Source: an optimization exercise on an open RTL-to-GDS flow (aim: small area, a short achievable clock period and few clock cycles per item). Production flows keep margins and buffers that such runs may drop.
Where RTL was checked, it was by simulation tests only, not by an equivalence proof against the original.

==> v2 <==
// rs_bm_decoder
module rs_bm_decoder (
    input  wire         i_clock,
    input  wire         i_arst_n,
    input  wire         i_start,
    input  wire  [47:0] i_synd,
    output logic [35:0] o_locator,
    output logic        o_ready
);
Settings: LEC_CHECK=0, CAP_MARGIN=20, CORE_MARGIN=2, CORE_UTILIZATION=40, SLEW_MARGIN=20; clock period 19.0 ns.
run.sh (not shown) runs the stock make flow with config.mk's settings and CLKGATE_MAP_FILE= SYNTH_SCRIPT=/design/flow/synth_recipe.tcl, a recipe that flattens the netlist after the stock synthesis.
==> v17 (differences from v2) <==
--- a/flow/design.v
+++ b/flow/design.v
@@ -1,27 +1,33 @@
 `default_nettype none
-module gf256_mul (
-    input  wire [7:0] i_a,
-    input  wire [7:0] i_b,
-    output wire [7:0] o_p
-);
-    logic [14:0] prod;
-    always_comb
-    begin
-        prod = '0;
-        for (int mi = 0; mi < 8; mi++)
-        begin
-            prod = prod ^ ({15{i_b[mi]}} & ({7'b0, i_a} << mi));
-        end
-        for (int ri = 14; ri >= 8; ri--)
-        begin
-            prod = prod ^ ({15{prod[ri]}} & (15'h11D << (ri - 8)));
-        end
-    end
-    assign o_p = prod[7:0];
+module gf256_to_comp (
+    input  wire [7:0] i_x,
+    output wire [7:0] o_c
+);
+    assign o_c[0] = i_x[0] ^ i_x[1] ^ i_x[3] ^ i_x[5];
+    assign o_c[1] = i_x[1] ^ i_x[4] ^ i_x[7];
+    assign o_c[2] = i_x[7];
+    assign o_c[3] = i_x[1] ^ i_x[6];
+    assign o_c[4] = i_x[4] ^ i_x[7];
+    assign o_c[5] = i_x[1] ^ i_x[3] ^ i_x[4];
+    assign o_c[6] = i_x[2] ^ i_x[5] ^ i_x[6];
+    assign o_c[7] = i_x[5];
+endmodule
+module gf256_from_comp (
+    input  wire [7:0] i_c,
+    output wire [7:0] o_x
+);
+    assign o_x[0] = i_c[0] ^ i_c[2] ^ i_c[4] ^ i_c[5] ^ i_c[7];
+    assign o_x[1] = i_c[1] ^ i_c[4];
+    assign o_x[2] = i_c[1] ^ i_c[3] ^ i_c[4] ^ i_c[6] ^ i_c[7];
+    assign o_x[3] = i_c[1] ^ i_c[2] ^ i_c[5];
+    assign o_x[4] = i_c[2] ^ i_c[4];
+    assign o_x[5] = i_c[7];
+    assign o_x[6] = i_c[1] ^ i_c[3] ^ i_c[4];
+    assign o_x[7] = i_c[2];
 endmodule
 module gf16_mul (
     input  wire [3:0] i_a,
     input  wire [3:0] i_b,
     output wire [3:0] o_p
 );
     logic [6:0] prod;
@@ -35,61 +41,58 @@
         for (int ri = 6; ri >= 4; ri--)
         begin
             prod = prod ^ ({7{prod[ri]}} & (7'h13 << (ri - 4)));
         end
     end
     assign o_p = prod[3:0];
 endmodule
+module gf256_mul (
+    input  wire [7:0] i_a,
+    input  wire [7:0] i_b,
+    output wire [7:0] o_p
+);
+    logic [3:0] hh;
+    logic [3:0] ll;
+    logic [3:0] mm;
+    logic [3:0] hl;
+    gf16_mul u_hh (.i_a(i_a[7:4]), .i_b(i_b[7:4]), .o_p(hh));
+    gf16_mul u_ll (.i_a(i_a[3:0]), .i_b(i_b[3:0]), .o_p(ll));
+    gf16_mul u_mm (.i_a(i_a[7:4] ^ i_a[3:0]), .i_b(i_b[7:4] ^ i_b[3:0]), .o_p(mm));
+    gf16_mul u_hl (.i_a(hh), .i_b(4'd15), .o_p(hl));
+    assign o_p = {mm ^ ll, ll ^ hl};
+endmodule
 module gf256_inv_pre (
     input  wire [7:0] i_x,
     output wire [3:0] o_a1,
     output wire [3:0] o_s,      
     output wire [3:0] o_d
 );
-    logic [7:0] c;    
     logic [3:0] a1a0;
     logic [3:0] sq1;
     logic [3:0] sq0;
-    assign c[0] = i_x[0] ^ i_x[1] ^ i_x[3] ^ i_x[5];
-    assign c[1] = i_x[1] ^ i_x[4] ^ i_x[7];
-    assign c[2] = i_x[7];
-    assign c[3] = i_x[1] ^ i_x[6];
-    assign c[4] = i_x[4] ^ i_x[7];
-    assign c[5] = i_x[1] ^ i_x[3] ^ i_x[4];
-    assign c[6] = i_x[2] ^ i_x[5] ^ i_x[6];
-    assign c[7] = i_x[5];
-    gf16_mul u_m10 (.i_a(c[7:4]), .i_b(c[3:0]), .o_p(a1a0));
-    gf16_mul u_sq1 (.i_a(c[7:4]), .i_b(c[7:4]), .o_p(sq1));
-    gf16_mul u_sq0 (.i_a(c[3:0]), .i_b(c[3:0]), .o_p(sq0));
     logic [3:0] sq1l;
+    gf16_mul u_m10 (.i_a(i_x[7:4]), .i_b(i_x[3:0]), .o_p(a1a0));
+    gf16_mul u_sq1 (.i_a(i_x[7:4]), .i_b(i_x[7:4]), .o_p(sq1));
+    gf16_mul u_sq0 (.i_a(i_x[3:0]), .i_b(i_x[3:0]), .o_p(sq0));
     gf16_mul u_lam (.i_a(sq1), .i_b(4'd15), .o_p(sq1l));
-    assign o_a1 = c[7:4];
-    assign o_s  = c[7:4] ^ c[3:0];
+    assign o_a1 = i_x[7:4];
+    assign o_s  = i_x[7:4] ^ i_x[3:0];
     assign o_d  = sq1l ^ a1a0 ^ sq0;
 endmodule
 module gf256_inv_post (
     input  wire [3:0] i_a1,
     input  wire [3:0] i_s,
     input  wire [3:0] i_d,
     output wire [7:0] o_y
 );
     localparam logic [63:0] INV16 = 64'h834a5c2f67bde910;
     logic [3:0] dinv;
-    logic [7:0] r;
     assign dinv = INV16[4*i_d +: 4];
-    gf16_mul u_r1 (.i_a(i_a1), .i_b(dinv), .o_p(r[7:4]));
-    gf16_mul u_r0 (.i_a(i_s),  .i_b(dinv), .o_p(r[3:0]));
-    assign o_y[0] = r[0] ^ r[2] ^ r[4] ^ r[5] ^ r[7];
-    assign o_y[1] = r[1] ^ r[4];
-    assign o_y[2] = r[1] ^ r[3] ^ r[4] ^ r[6] ^ r[7];
-    assign o_y[3] = r[1] ^ r[2] ^ r[5];
-    assign o_y[4] = r[2] ^ r[4];
-    assign o_y[5] = r[7];
-    assign o_y[6] = r[1] ^ r[3] ^ r[4];
-    assign o_y[7] = r[2];
+    gf16_mul u_r1 (.i_a(i_a1), .i_b(dinv), .o_p(o_y[7:4]));
+    gf16_mul u_r0 (.i_a(i_s),  .i_b(dinv), .o_p(o_y[3:0]));
 endmodule
 `default_nettype wire
 `timescale 1ns/100ps
 `default_nettype none
 module rs_bm_decoder (
     input  wire         i_clock,
     input  wire         i_arst_n,
@@ -122,24 +125,30 @@
     logic       take_p4;
     logic [7:0] upd2_in;
     logic [7:0] upd2;
     logic [7:0] upd3;
     logic       len_update;
     logic       s1_zero;
     logic       all_zero;
+    logic [7:0] synd_c [0:5];
+    logic [7:0] sigma [1:3];
     assign accept  = i_start && !busy_q;
     assign last    = (step_q == 3'd5);
     assign s1_zero = (i_synd[7:0] == 8'h00);
     assign all_zero = (i_synd == 48'h0);
+    for (genvar j = 0; j < 6; j++)
+    begin : g_in
+        gf256_to_comp u_to (.i_x(i_synd[8*j +: 8]), .o_c(synd_c[j]));
+    end
     for (genvar i = 1; i <= 3; i++)
     begin : g_disc
         gf256_mul u_mul (.i_a(c_q[i]), .i_b(q_q[i]), .o_p(prod[i]));
     end
     assign disc = q_q[0] ^ prod[1] ^ prod[2] ^ prod[3];
-    assign inv_in = busy_q ? disc : {i_synd[7:1], i_synd[0] | s1_zero};
+    assign inv_in = busy_q ? disc : {synd_c[0][7:1], synd_c[0][0] | s1_zero};
     gf256_inv_pre u_inv_pre (.i_x(inv_in), .o_a1(inv_a1), .o_s(inv_s), .o_d(inv_d));
     gf256_inv_post u_inv_post (.i_a1(ib_a1_q), .i_s(ib_s_q), .i_d(ib_d_q), .o_y(b_inv));
     gf256_mul u_scale (.i_a(disc), .i_b(b_inv), .o_p(scale));
     assign take_p4 = busy_q && (step_q == 3'd4) && (len_q == 3'd1);
     assign upd2_in = take_p4 ? q_q[3] : xb_q[2];
     gf256_mul u_upd2 (.i_a(scale), .i_b(upd2_in), .o_p(upd2));
     gf256_mul u_upd3 (.i_a(scale), .i_b(xb_q[3]), .o_p(upd3));
@@ -168,21 +177,21 @@
             end
         end
     end
     always_ff @(posedge i_clock)
     begin
         if (accept)
         begin
-            q_q[0] <= i_synd[15:8];
-            q_q[1] <= i_synd[7:0];
-            q_q[2] <= i_synd[47:40];
-            q_q[3] <= i_synd[39:32];
-            q_q[4] <= i_synd[31:24];
-            q_q[5] <= i_synd[23:16];
-            c_q[1] <= i_synd[7:0];
+            q_q[0] <= synd_c[1];
+            q_q[1] <= synd_c[0];
+            q_q[2] <= synd_c[5];
+            q_q[3] <= synd_c[4];
+            q_q[4] <= synd_c[3];
+            q_q[5] <= synd_c[2];
+            c_q[1] <= synd_c[0];
             c_q[2] <= 8'h00;
             c_q[3] <= 8'h00;
             xb1_q   <= !s1_zero;
             xb_q[2] <= {7'b0, s1_zero};
             xb_q[3] <= 8'h00;
             ib_a1_q <= inv_a1;
             ib_s_q  <= inv_s;
@@ -222,11 +231,15 @@
                 ib_a1_q <= inv_a1;
                 ib_s_q  <= inv_s;
                 ib_d_q  <= inv_d;
                 len_q  <= step_q + 3'd1 - len_q;
             end
         end
     end
-    assign o_locator = {c_q[3], c_q[2], c_q[1], 8'h01, len_q, (len_q > 3'd3)};
+    for (genvar k = 1; k <= 3; k++)
+    begin : g_out
+        gf256_from_comp u_from (.i_c(c_q[k]), .o_x(sigma[k]));
+    end
+    assign o_locator = {sigma[3], sigma[2], sigma[1], 8'h01, len_q, (len_q > 3'd3)};
     assign o_ready   = ready_q;
 endmodule
 `default_nettype wire
==> flow/flow/run.sh (new file) <==
#!/bin/bash
# The standard layout (standard.sh), with one change: synthesis maps the logic
# with flow/abc.script in place of ORFS's abc_speed.script. Everything else in
# synthesis (register mapping, flattening, renaming) is synth_recipe.tcl as is.
set -euo pipefail
work=$(cd "$(dirname "$0")/.." && pwd)
cat > "$work/own_synth.tcl" <<TCL
# Yosys's abc with this flow's script; every other argument as ORFS gives it
proc abc {args} {
  set i [lsearch -exact \$args -script]
  if { \$i >= 0 } { lset args [expr { \$i + 1 }] {$work/flow/abc.script} }
  yosys abc {*}\$args
}
source {$work/synth_recipe.tcl}
TCL
bash "$work/standard.sh" SYNTH_SCRIPT="$work/own_synth.tcl" SETUP_SLACK_MARGIN=14 finish > "$work/flow_make.log" 2>&1
==> flow/flow/abc.script (new file) <==
strash
&get -n
&st
&dch
&nf -R 1000
&put
topo
stime -c
buffer -c
upsize -c
dnsize -c
==> flow/standard.sh (new file) <==
#!/bin/bash
# synth_recipe.tcl (not shown) runs the flow's synth.tcl, then flattens the netlist and writes it again
# the make line also repeats each setting of config.mk as NAME=value (left out here)
make -C /OpenROAD-flow-scripts/flow DESIGN_CONFIG=/design/flow/config.mk WORK_HOME=/design/flow/orfs CLKGATE_MAP_FILE= SYNTH_SCRIPT=/design/flow/synth_recipe.tcl "${@:-finish}"
removed: flow/run.sh
==> v8 (differences from v2) <==
==> flow/design.v (replaced) <==
`default_nettype none
module gf256_mul (
    input  wire [7:0] i_a,
    input  wire [7:0] i_b,
    output wire [7:0] o_p
);
    logic [14:0] prod;
    always_comb
    begin
        prod = '0;
        for (int mi = 0; mi < 8; mi++)
        begin
            prod = prod ^ ({15{i_b[mi]}} & ({7'b0, i_a} << mi));
        end
        for (int ri = 14; ri >= 8; ri--)
        begin
            prod = prod ^ ({15{prod[ri]}} & (15'h11D << (ri - 8)));
        end
    end
    assign o_p = prod[7:0];
endmodule
module gf256_inv (input wire [7:0] i_x, output wire [7:0] o_y);
    wire [7:0] c; wire [7:0] r;
    assign c[0] = i_x[0] ^ i_x[1] ^ i_x[3] ^ i_x[5];
    assign c[1] = i_x[1] ^ i_x[4] ^ i_x[7];
    assign c[2] = i_x[7];
    assign c[3] = i_x[1] ^ i_x[6];
    assign c[4] = i_x[4] ^ i_x[7];
    assign c[5] = i_x[1] ^ i_x[3] ^ i_x[4];
    assign c[6] = i_x[2] ^ i_x[5] ^ i_x[6];
    assign c[7] = i_x[5];
    function automatic [3:0] m4(input [3:0] a, input [3:0] b);
        reg [6:0] p; integer i;
        begin
            p = 7'd0;
            for (i = 0; i < 4; i = i + 1) p = p ^ ({7{b[i]}} & ({3'b0, a} << i));
            for (i = 6; i >= 4; i = i - 1) p = p ^ ({7{p[i]}} & (7'h13 << (i - 4)));
            m4 = p[3:0];
        end
    endfunction
    wire [3:0] a1 = c[7:4];
    wire [3:0] a0 = c[3:0];
    wire [3:0] s1 = m4(a1, a1);
    wire [3:0] dl = m4(s1, 4'd15) ^ m4(a1, a0) ^ m4(a0, a0);
    reg  [3:0] di;
    always @* case (dl)
        4'd0: di = 4'd0;
        4'd1: di = 4'd1;
        4'd2: di = 4'd9;
        4'd3: di = 4'd14;
        4'd4: di = 4'd13;
        4'd5: di = 4'd11;
        4'd6: di = 4'd7;
        4'd7: di = 4'd6;
        4'd8: di = 4'd15;
        4'd9: di = 4'd2;
        4'd10: di = 4'd12;
        4'd11: di = 4'd5;
        4'd12: di = 4'd10;
        4'd13: di = 4'd4;
        4'd14: di = 4'd3;
        4'd15: di = 4'd8;
        default: di = 4'd0;
    endcase
    assign r[7:4] = m4(a1, di);
    assign r[3:0] = m4(a0 ^ a1, di);
    assign o_y[0] = r[0] ^ r[2] ^ r[4] ^ r[5] ^ r[7];
    assign o_y[1] = r[1] ^ r[4];
    assign o_y[2] = r[1] ^ r[3] ^ r[4] ^ r[6] ^ r[7];
    assign o_y[3] = r[1] ^ r[2] ^ r[5];
    assign o_y[4] = r[2] ^ r[4];
    assign o_y[5] = r[7];
    assign o_y[6] = r[1] ^ r[3] ^ r[4];
    assign o_y[7] = r[2];
endmodule
`default_nettype wire
`timescale 1ns/100ps
`default_nettype none
module rs_bm_decoder (
    input  wire         i_clock,
    input  wire         i_arst_n,
    input  wire         i_start,
    input  wire  [47:0] i_synd,
    output logic [35:0] o_locator,
    output logic        o_ready
);
    logic       busy_q;
    logic       ready_q;
    logic [2:0] step_q;      
    logic       accept;
    logic       last;
    logic [7:0] q_q [0:5];
    logic [7:0] c_q [1:3];
    logic [7:0] p4_q;
    logic       xb1_q;
    logic [7:0] xb_q [2:3];
    logic [7:0] binv_q;
    logic [2:0] len_q;
    logic [7:0] prod [1:3];
    logic [7:0] disc;
    logic [7:0] inv_in;
    logic [7:0] inv_out;
    logic [7:0] scale;
    logic       take_p4;
    logic [7:0] upd2_in;
    logic [7:0] upd2;
    logic [7:0] upd3;
    logic       len_update;
    logic       s1_zero;
    assign accept  = i_start && !busy_q;
    assign last    = (step_q == 3'd5);
    assign s1_zero = (i_synd[7:0] == 8'h00);
    for (genvar i = 1; i <= 3; i++)
    begin : g_disc
        gf256_mul u_mul (.i_a(c_q[i]), .i_b(q_q[i]), .o_p(prod[i]));
    end
    assign disc = q_q[0] ^ prod[1] ^ prod[2] ^ prod[3] ^ p4_q;
    assign inv_in = busy_q ? disc : i_synd[7:0];
    gf256_inv u_inv (.i_x(inv_in), .o_y(inv_out));
    gf256_mul u_scale (.i_a(disc), .i_b(binv_q), .o_p(scale));
    assign take_p4 = busy_q && (step_q == 3'd4) && (len_q == 3'd1);
    assign upd2_in = take_p4 ? q_q[3] : xb_q[2];
    gf256_mul u_upd2 (.i_a(scale), .i_b(upd2_in), .o_p(upd2));
    gf256_mul u_upd3 (.i_a(scale), .i_b(xb_q[3]), .o_p(upd3));
    assign len_update = busy_q && (disc != 8'h00) && ({len_q, 1'b0} <= {1'b0, step_q});
    always_ff @(posedge i_clock or negedge i_arst_n)
    begin
        if (!i_arst_n)
        begin
            busy_q  <= 1'b0;
            ready_q <= 1'b0;
            step_q  <= 3'd0;
        end
        else if (accept)
        begin
            busy_q  <= 1'b1;
            ready_q <= 1'b0;
            step_q  <= 3'd1;
        end
        else if (busy_q)
        begin
            step_q <= step_q + 3'd1;
            if (last)
            begin
                busy_q  <= 1'b0;
                ready_q <= 1'b1;
            end
        end
    end
    always_ff @(posedge i_clock)
    begin
        p4_q <= take_p4 ? upd2 : 8'h00;
        if (accept)
        begin
            q_q[0] <= i_synd[15:8];
            q_q[1] <= i_synd[7:0];
            q_q[2] <= i_synd[47:40];
            q_q[3] <= i_synd[39:32];
            q_q[4] <= i_synd[31:24];
            q_q[5] <= i_synd[23:16];
            c_q[1] <= i_synd[7:0];
            c_q[2] <= 8'h00;
            c_q[3] <= 8'h00;
            xb1_q   <= !s1_zero;
            xb_q[2] <= {7'b0, s1_zero};
            xb_q[3] <= 8'h00;
            binv_q <= {inv_out[7:1], inv_out[0] | s1_zero};
            len_q  <= {2'b0, !s1_zero};
        end
        else
        begin
            q_q[0] <= q_q[5];
            for (int i = 1; i <= 5; i++)
            begin
                q_q[i] <= q_q[i-1];
            end
            c_q[1] <= c_q[1] ^ (scale & {8{xb1_q}});
            c_q[2] <= c_q[2] ^ (take_p4 ? 8'h00 : upd2);
            c_q[3] <= c_q[3] ^ upd3;
            if (last)
            begin
                xb1_q   <= 1'b0;
                xb_q[2] <= 8'h00;
                xb_q[3] <= 8'h00;
            end
            else if (len_update)
            begin
                xb1_q   <= 1'b1;     
                xb_q[2] <= c_q[1];
                xb_q[3] <= c_q[2];
            end
            else
            begin
                xb1_q   <= 1'b0;     
                xb_q[2] <= {7'b0, xb1_q};
                xb_q[3] <= xb_q[2];
            end
            if (len_update)
            begin
                binv_q <= inv_out;
                len_q  <= step_q + 3'd1 - len_q;
            end
        end
    end
    assign o_locator = {c_q[3], c_q[2], c_q[1], 8'h01, len_q, (len_q > 3'd3)};
    assign o_ready   = ready_q;
endmodule
`default_nettype wire
==> notes <==
v2 ran to the end with no violations. v8 completed without violations. v17 passed the timing, design-rule and antenna checks. Against v2, the routed wire length of v8 is lower by about 3%. Clock skew, lowest first: v2, v8, v17. Register-to-register slack: v2 is better than v8 (1.3 ns). The lowest synthesized cell count belongs to v17, the highest to v8. The lowest core utilization belongs to v2, the highest to v17. Critical path depth: v2 < v8 < v17. The lowest area after synthesis belongs to v17, the highest to v8. The lowest final area belongs to v2, the highest to v17. Count of clock-buffer cells in the layout, highest first: v8, v2, v17. In v2 the non-clock buffer count is lower than in v8, by 4.
==> figures <==
| quantity | v17 | v2 | v8 |
|---|---|---|---|
| Fillcell total | 2189 | 3033 | 3055 |
| Final hold slack | 0.446 ns | 0.423 ns | 0.422 ns |
| Via count of the first global-routing pass | 10147 | 9976 | 9850 |
| Via density per instance | 5.00 | 5.21 | 5.10 |
| Crit path setup slack, layout | 13.48 ns | 11.25 ns | 9.03 ns |
| First-iteration detailed-routing DRC count | 692 | 969 | 718 |
| Result of the run | timing/DRC/antenna clean | timing/DRC/antenna clean | timing/DRC/antenna clean |
| FF+latch area | 0.00249 sq mm | 0.00234 sq mm | 0.00238 sq mm |
| Number of non-clock inverters in the layout | 34 | 27 | 30 |
| Compound-Gate Fraction of Synth Area | 0.0528 | 0.0633 | 0.0508 |
| Mean Syn Cell Area | 8.25 sq um | 7.96 sq um | 7.84 sq um |
| Fraction of standard cell area that is sequential | 0.139 | 0.173 | 0.170 |
| CTS clk-pin slew, worst paths | 0.09 ns | 0.08 ns | 0.07 ns |
| Most used standard cell by instance count after synthesis | sky130_fd_sc_hd__xnor2_1 | sky130_fd_sc_hd__nand2_1 | sky130_fd_sc_hd__nand2_1 |
| Post-layout nets | 1766 | 1616 | 1666 |
| Global-route track usage on met2 | 0.383 | 0.381 | 0.356 |
| Floorplan row count | 62 | 64 | 64 |
| Worst Hold Endpoint | q_q[5][1]$_DFF_P_ | q_q[5][5]$_DFF_P_ | q_q[5][5]$_DFF_P_ |
| Multi-input gate share of the layout cell area | 0.648 | 0.696 | 0.680 |
| Met1 Wirelength | 15900 um | 16400 um | 16400 um |
Testbench counts of v2, summed over its fixed seeds: cycles 9,223, decodes 1,600.
Testbench counts of v17, summed over its fixed seeds: cycles 9,223, decodes 1,600.
No functional check of the RTL was part of v8.

## re-timing with driven ports
Ports are ideal in the flow. The routed layouts listed here were re-timed in OpenROAD. Step 1: set_driving_cell puts a clkbuf_16 on i_clock and a buf_2 on each other input, an assumption about the parent block. Step 2 adds t to the input delays and takes it off the output delays; t is the mean of the earliest and latest rising clock arrival at the registers after step 1. Input paths then give back, and output paths get back, about the clock's delay inside the block. Three values: ideal, step 1, step 2; two values: the first two.
| run | t (ns) | setup WS [ns] | latest minus earliest clock arrival (ns) | slew at the worst register clock pin (ns) | worst slew at a driven data input, ns |
|---|---|---|---|---|---|
| v2 | 0.417 | 11.247 / 11.247 / 11.247 | 0.010 / 0.009 | 0.08 / 0.08 | 0.05 |
| v17 | 0.407 | 13.481 / 13.481 / 13.313 | 0.016 / 0.016 | 0.09 / 0.09 | 0.06 |
| v8 | 0.466 | 9.035 / 9.059 / 8.593 | 0.015 / 0.015 | 0.07 / 0.07 | 0.04 |
After both steps every run listed still meets setup and hold. For v8, which loses most, drivers alone change the setup slack by +0.024 ns; drivers and shift together by -0.442 ns.
